This is an optimization exercise on Yosys and OpenROAD, whose aim is small area, a short achievable clock period and few clock cycles, not a production implementation. Power is estimated from default activity; no workload was simulated.

==> flow/design.v (excerpt) <==
module dda_line_rasterizer #(
  parameter int FRAC_BITS   = dlr_pkg::DEFAULT_FRAC_BITS,
  parameter int COORD_BITS  = dlr_pkg::DEFAULT_COORD_BITS,
  parameter int QUEUE_DEPTH = dlr_pkg::DEFAULT_QUEUE_DEPTH
) (
  input  wire logic                         clk_i,
  input  wire logic                         rst_ni,
  input  wire logic                         cfg_we_i,
  input  wire logic                         cfg_index_i,
  input  wire logic [dlr_pkg::CFG_W-1:0]    cfg_wdata_i,
  input  wire logic                         in_valid_i,
  output      logic                         in_stall_o,
  input  wire logic                         action_i,
  input  wire logic signed [COORD_BITS-1:0] x_start_i,
  input  wire logic signed [COORD_BITS-1:0] y_start_i,
  input  wire logic signed [COORD_BITS-1:0] x_end_i,
  input  wire logic signed [COORD_BITS-1:0] y_end_i,
  input  wire logic [dlr_pkg::COLOR_W-1:0]  line_color_i,
  output      logic                         out_valid_o,
  ...
Size: ~2300 cells after synthesis, roughly 460 flip-flops, about 25000 sq um of cells after synthesis.
==> flow/config.mk <==
export PLATFORM = sky130hd
export DESIGN_NAME = dda_line_rasterizer
export DESIGN_NICKNAME = dda_line_rasterizer
export VERILOG_FILES = /design/flow/design.v
export SDC_FILE = /design/flow/constraint.sdc
export NUM_CORES = 4
export LEC_CHECK = 0
export CAP_MARGIN = 20
export CORE_MARGIN = 2
export CORE_UTILIZATION = 60
export SETUP_SLACK_MARGIN = 5
export SLEW_MARGIN = 20
==> flow/constraint.sdc <==
create_clock -name core_clock -period 8.0 [get_ports {clk_i}]
set_input_delay 1.6000 -clock core_clock [delete_from_list [all_inputs] [get_ports {clk_i}]]
set_output_delay 1.6000 -clock core_clock [all_outputs]
set_load 0.01 [all_outputs]
run.sh (not shown) runs the stock make flow with config.mk's settings and CLKGATE_MAP_FILE= SYNTH_SCRIPT=/design/flow/synth_recipe.tcl, a recipe that flattens the netlist after the stock synthesis.
Edit:
Settings changed: CORE_UTILIZATION 60 to 40, SETUP_SLACK_MARGIN 5 to 4.5.
After rerunning: Routed wire length rises by about 0.5%; setup slack improved by 52 ps; power falls by 5.8%; fmax rises by about 1.4%; clock-buffer cell count rises by 22; critical path depth falls by 6; hold slack got worse by 6.5 ps.
Function was not checked in any run of this note: the RTL went through the layout flow alone.

---

The RTL this note starts from:
==> flow/design.v <==
`default_nettype none
package dlr_pkg;
  localparam int DEFAULT_FRAC_BITS   = 16;
  localparam int DEFAULT_COORD_BITS  = 14;
  localparam int DEFAULT_QUEUE_DEPTH = 4;
  localparam int CFG_W   = 13;
  localparam int IDX_W   = 24;
  localparam int COLOR_W = 32;
  localparam logic [CFG_W-1:0] RESET_SCREEN_WIDTH  = 13'd1280;
  localparam logic [CFG_W-1:0] RESET_SCREEN_HEIGHT = 13'd720;
  typedef enum logic {
    ACT_START   = 1'b0,
    ACT_ADVANCE = 1'b1
  } action_e;
  typedef enum logic {
    CFG_SCREEN_WIDTH  = 1'b0,
    CFG_SCREEN_HEIGHT = 1'b1
  } cfg_reg_e;
endpackage
`default_nettype wire
`default_nettype none
module dda_line_rasterizer #(
  parameter int FRAC_BITS   = dlr_pkg::DEFAULT_FRAC_BITS,
  parameter int COORD_BITS  = dlr_pkg::DEFAULT_COORD_BITS,
  parameter int QUEUE_DEPTH = dlr_pkg::DEFAULT_QUEUE_DEPTH
) (
  input  wire logic                         clk_i,
  input  wire logic                         rst_ni,
  input  wire logic                         cfg_we_i,
  input  wire logic                         cfg_index_i,
  input  wire logic [dlr_pkg::CFG_W-1:0]    cfg_wdata_i,
  input  wire logic                         in_valid_i,
  output      logic                         in_stall_o,
  input  wire logic                         action_i,
  input  wire logic signed [COORD_BITS-1:0] x_start_i,
  input  wire logic signed [COORD_BITS-1:0] y_start_i,
  input  wire logic signed [COORD_BITS-1:0] x_end_i,
  input  wire logic signed [COORD_BITS-1:0] y_end_i,
  input  wire logic [dlr_pkg::COLOR_W-1:0]  line_color_i,
  output      logic                         out_valid_o,
  input  wire logic                         out_stall_i,
  output      logic signed [COORD_BITS-1:0] pixel_x_o,
  output      logic signed [COORD_BITS-1:0] pixel_y_o,
  output      logic [dlr_pkg::IDX_W-1:0]    pixel_addr_o,
  output      logic [dlr_pkg::COLOR_W-1:0]  pixel_color_o,
  output      logic                         write_enable_o,
  output      logic                         last_pixel_o
);
  localparam int CRW     = 6;                        
  localparam int CR_STOP = (1 << CRW) - 3;           
  localparam int PH_RDY  = 19;                       
  logic [12:0] w_q, h_q;
  always_ff @(posedge clk_i or negedge rst_ni) begin
    if (!rst_ni) begin
      w_q <= dlr_pkg::RESET_SCREEN_WIDTH;
      h_q <= dlr_pkg::RESET_SCREEN_HEIGHT;
    end else if (cfg_we_i) begin
      if (cfg_index_i) h_q <= cfg_wdata_i;
      else             w_q <= cfg_wdata_i;
    end
  end
  logic            in_stall_q;
  logic            ir_v;                  
  logic            n_v;                   
  logic            a_act;                 
  logic            a_first;               
  logic [CRW-1:0]  cr_n, cr_a;            
  logic [4:0]      n_ph;                  
  logic signed [13:0] ir_xs, ir_ys, ir_xe, ir_ye;
  logic [31:0]        ir_col;
  logic signed [13:0] n_xs, n_ys;
  logic [31:0]        n_col;
  logic [14:0]        n_ra, n_rb;         
  logic               n_sx, n_sy, n_xmaj;
  logic [16:0]        n_q;                
  logic [23:0]        n_acc;              
  logic signed [13:0] a_x, a_y;           
  logic [23:0]        a_yw;               
  logic [15:0]        a_g;                
  logic               a_mv;               
  logic               a_z;                
  logic [13:0]        a_cnt;              
  logic [15:0]        a_qx;               
  logic               a_cin, a_neg, a_sx, a_sy, a_xmaj;
  logic acc_w, st_w, adv_w;
  assign in_stall_o = in_stall_q;
  assign acc_w = in_valid_i & ~in_stall_q;
  assign st_w  = acc_w & ~action_i;
  assign adv_w = acc_w & action_i;
  always_ff @(posedge clk_i) begin
    if (!ir_v) begin
      ir_xs  <= x_start_i;
      ir_ys  <= y_start_i;
      ir_xe  <= x_end_i;
      ir_ye  <= y_end_i;
      ir_col <= line_color_i;
    end
  end
  logic        n_rdy, ld;
  logic        n_neg;
  logic [15:0] n_qx;
  logic        n_cin;
  logic [14:0] dx_w, dy_w, rem2;
  logic        ge;
  logic        wbit;
  assign n_rdy = (n_ph == 5'(PH_RDY));
  assign ld    = ir_v & ~n_v & ~(a_act & a_first);
  assign n_neg = n_xmaj ? n_sy : n_sx;
  assign n_qx  = n_q[16:1] ^ {16{n_neg}};
  assign n_cin = n_q[0] ^ n_neg;
  assign dx_w = {ir_xe[13], ir_xe} - {ir_xs[13], ir_xs};
  assign dy_w = {ir_ye[13], ir_ye} - {ir_ys[13], ir_ys};
  assign rem2 = {n_rb[13:0], 1'b0};
  assign ge   = rem2 >= {1'b0, n_ra[13:0]};
  assign wbit = w_q[4'(5'd12 - n_ph)];
  always_ff @(posedge clk_i) begin
    if (ld) begin
      n_ph  <= '0;
      n_xs  <= ir_xs;
      n_ys  <= ir_ys;
      n_col <= ir_col;
      n_ra  <= dx_w;
      n_rb  <= dy_w;
      n_acc <= '0;
    end else begin
      if (!n_rdy) n_ph <= n_ph + 5'd1;
      if (n_ph <= 5'd12) begin
        n_acc <= {n_acc[22:0], 1'b0} + (wbit ? {{10{n_ys[13]}}, n_ys} : 24'd0);
      end
      if (n_ph == 5'd0) begin
        n_sx <= n_ra[14];
        n_sy <= n_rb[14];
        n_ra <= n_ra[14] ? -n_ra : n_ra;
        n_rb <= n_rb[14] ? -n_rb : n_rb;
      end else if (n_ph == 5'd1) begin
        n_xmaj <= (n_ra >= n_rb);
        n_ra   <= (n_ra >= n_rb) ? n_ra : n_rb;
        n_rb   <= (n_ra >= n_rb) ? n_rb : n_ra;
      end else if (!n_rdy) begin
        n_rb <= ge ? (rem2 - {1'b0, n_ra[13:0]}) : rem2;
        n_q  <= {n_q[15:0], ge};
      end
    end
  end
  logic        b_free, a_emit, a_last, newer, aband, load_sel, a_en, xfer;
  logic [15:0] g_in, q_in;
  logic        c_in, neg_in;
  logic [16:0] gsum;
  logic        a_tie, r_le0;
  logic signed [13:0] x_out, y_out;
  logic        vis;
  logic [23:0] addr_w;
  logic signed [13:0] x_step, y_step;
  logic [23:0] yw_step;
  logic        y_moves;
  assign b_free   = ~out_valid_o | ~out_stall_i;
  assign a_last   = (a_cnt == 14'd0);
  assign newer    = n_v | ir_v;
  assign aband    = a_act & (cr_a == '0) & newer;
  assign a_emit   = a_act & (cr_a != '0) & b_free;
  assign load_sel = ~a_act | a_last | aband;
  assign a_en     = a_emit | ~a_act | aband;
  assign xfer     = a_en & load_sel & n_v & n_rdy;
  assign g_in   = load_sel ? 16'h8000 : a_g;
  assign q_in   = load_sel ? n_qx : a_qx;
  assign c_in   = load_sel ? n_cin : a_cin;
  assign neg_in = load_sel ? n_neg : a_neg;
  assign gsum   = {1'b0, g_in} + {1'b0, q_in} + 17'(c_in);
  assign y_moves = a_xmaj ? a_mv : 1'b1;
  assign x_step  = (a_xmaj | a_mv) ? (a_sx ? a_x - 14'sd1 : a_x + 14'sd1) : a_x;
  assign y_step  = y_moves ? (a_sy ? a_y - 14'sd1 : a_y + 14'sd1) : a_y;
  assign yw_step = y_moves ? (a_sy ? a_yw - {11'd0, w_q} : a_yw + {11'd0, w_q}) : a_yw;
  always_ff @(posedge clk_i) begin
    if (a_en) begin
      if (load_sel) begin
        a_x    <= n_xs;
        a_y    <= n_ys;
        a_yw   <= n_acc;
        a_z    <= 1'b0;
        a_cnt  <= n_ra[13:0];
        a_qx   <= n_qx;
        a_cin  <= n_cin;
        a_neg  <= n_neg;
        a_sx   <= n_sx;
        a_sy   <= n_sy;
        a_xmaj <= n_xmaj;
      end else begin
        a_x    <= x_step;
        a_y    <= y_step;
        a_yw   <= yw_step;
        a_z    <= (a_g == 16'd0);
        a_cnt  <= a_cnt - 14'd1;
      end
      a_g  <= gsum[15:0];
      a_mv <= gsum[16] ^ neg_in;
    end
  end
  assign r_le0 = a_xmaj ? (a_y[13] | (a_y == 14'sd0)) : (a_x[13] | (a_x == 14'sd0));
  assign a_tie = a_z & r_le0;
  assign x_out = (a_tie & ~a_xmaj) ? a_x - 14'sd1 : a_x;
  assign y_out = (a_tie &  a_xmaj) ? a_y - 14'sd1 : a_y;
  assign vis   = ~a_tie & ~a_x[13] & ~a_y[13] &
                 (a_x[12:0] < w_q) & (a_y[12:0] < h_q);
  assign addr_w = vis ? (a_yw + {11'd0, a_x[12:0]}) : 24'd0;
  always_ff @(posedge clk_i) begin
    if (a_emit) begin
      pixel_x_o      <= x_out;
      pixel_y_o      <= y_out;
      pixel_addr_o   <= addr_w;
      write_enable_o <= vis;
      last_pixel_o   <= a_last;
      if (a_first) pixel_color_o <= n_col;
    end
  end
  logic            n_v_d, ir_v_d;
  logic [CRW-1:0]  cr_n_d, cr_a_d;
  logic            adv_n, adv_a;
  assign adv_n  = adv_w & n_v;
  assign adv_a  = adv_w & ~n_v & a_act;
  assign n_v_d  = (n_v & ~xfer) | ld;
  assign ir_v_d = (ir_v & ~ld) | st_w;
  always_comb begin
    cr_n_d = cr_n + CRW'(adv_n);
    cr_a_d = cr_a - CRW'(a_emit) + CRW'(adv_a);
    if (xfer) begin
      cr_a_d = cr_n_d;
      cr_n_d = '0;
    end else if (a_en & load_sel) begin
      cr_a_d = '0;
    end
    if (ld) cr_n_d = '0;
  end
  always_ff @(posedge clk_i or negedge rst_ni) begin
    if (!rst_ni) begin
      in_stall_q  <= 1'b0;
      ir_v        <= 1'b0;
      n_v         <= 1'b0;
      a_act       <= 1'b0;
      a_first     <= 1'b0;
      cr_n        <= '0;
      cr_a        <= '0;
      out_valid_o <= 1'b0;
    end else begin
      ir_v        <= ir_v_d;
      n_v         <= n_v_d;
      cr_n        <= cr_n_d;
      cr_a        <= cr_a_d;
      in_stall_q  <= ir_v_d | (n_v ? (cr_n >= CRW'(CR_STOP)) : (cr_a >= CRW'(CR_STOP)));
      out_valid_o <= a_emit | (out_valid_o & out_stall_i);
      if (a_en & load_sel) begin
        a_act   <= n_v & n_rdy;
        a_first <= 1'b1;
      end else if (a_emit) begin
        a_first <= 1'b0;
      end
    end
  end
endmodule
`default_nettype wire
==> flow/config.mk <==
export PLATFORM = sky130hd
export DESIGN_NAME = dda_line_rasterizer
export DESIGN_NICKNAME = dda_line_rasterizer
export VERILOG_FILES = /design/flow/design.v
export SDC_FILE = /design/flow/constraint.sdc
export NUM_CORES = 4
export LEC_CHECK = 0
export ABC_CLOCK_PERIOD_IN_PS = 3000
export CAP_MARGIN = 20
export CORE_MARGIN = 2
export CORE_UTILIZATION = 40
export SETUP_SLACK_MARGIN = 5
export SLEW_MARGIN = 20
==> flow/constraint.sdc <==
create_clock -name core_clock -period 8.0 [get_ports {clk_i}]
set_input_delay 1.6000 -clock core_clock [delete_from_list [all_inputs] [get_ports {clk_i}]]
set_output_delay 1.6000 -clock core_clock [all_outputs]
set_load 0.01 [all_outputs]
The starting point completed without violations.
Next try:
--- a/flow/config.mk
+++ b/flow/config.mk
@@ -6,8 +6,6 @@
 export NUM_CORES = 4
 export LEC_CHECK = 0
-export ABC_CLOCK_PERIOD_IN_PS = 3000
 export CAP_MARGIN = 20
 export CORE_MARGIN = 2
 export CORE_UTILIZATION = 40
-export SETUP_SLACK_MARGIN = 5
 export SLEW_MARGIN = 20
Effect:
- The new run ran to the end with no violations
- global-route usage shrinks by 1.6 points
- worst setup slack is worse by 930 ps
- design area shrinks by about 12%
Next try:
--- a/flow/config.mk
+++ b/flow/config.mk
@@ -9,3 +9,4 @@
 export CORE_MARGIN = 2
 export CORE_UTILIZATION = 40
+export SETUP_SLACK_MARGIN = 4.5
 export SLEW_MARGIN = 20
Effect: Synthesized cell count stays the same. Worst hold slack is about the same. Sequential power stays flat. Die area does not change. Final area came out higher by a little under a tenth. Global-route usage came out higher by 0.68 points. Wire length came out higher by a few percent. Via count came out higher by a few percent.
No functional check of the RTL was part of any run of this note.

afterwards: timing with drivers on the ports:
The results above use ideal ports. As a check the final layouts listed here were re-extracted and re-timed, cells and wires unchanged.
Step 1: set_driving_cell puts a clkbuf_16 on clk_i and a buf_2 on each other input, an assumption about the parent block.
Step 2 also shifts input and output timing later by t, the mid clock arrival at the registers, as if the neighbouring blocks saw the same clock.
Three values: ideal, step 1, step 2; two values: the first two.
run | t (ns) | setup WS [ns] | worst setup path after step 2 | clock arrival spread, ns
the first run of note 1 | 0.664 | 4.168 / 4.168 / 3.974 | input to register | 0.020 / 0.020
the second run of note 1 | 0.667 | 4.219 / 4.219 / 4.041 | input to register | 0.019 / 0.019
the first run of note 2 | 0.688 | 4.056 / 4.056 / 4.056 | register to register | 0.049 / 0.049
the second run of note 2 | 0.670 | 3.129 / 3.129 / 3.129 | register to register | 0.049 / 0.048
the third run of note 2 | 0.679 | 4.197 / 4.197 / 4.164 | input to register | 0.046 / 0.046
After both steps every run listed still meets setup and hold. For the first run of note 1, which loses most, drivers alone change the setup slack by 0.000 ns; drivers and shift together by -0.194 ns.
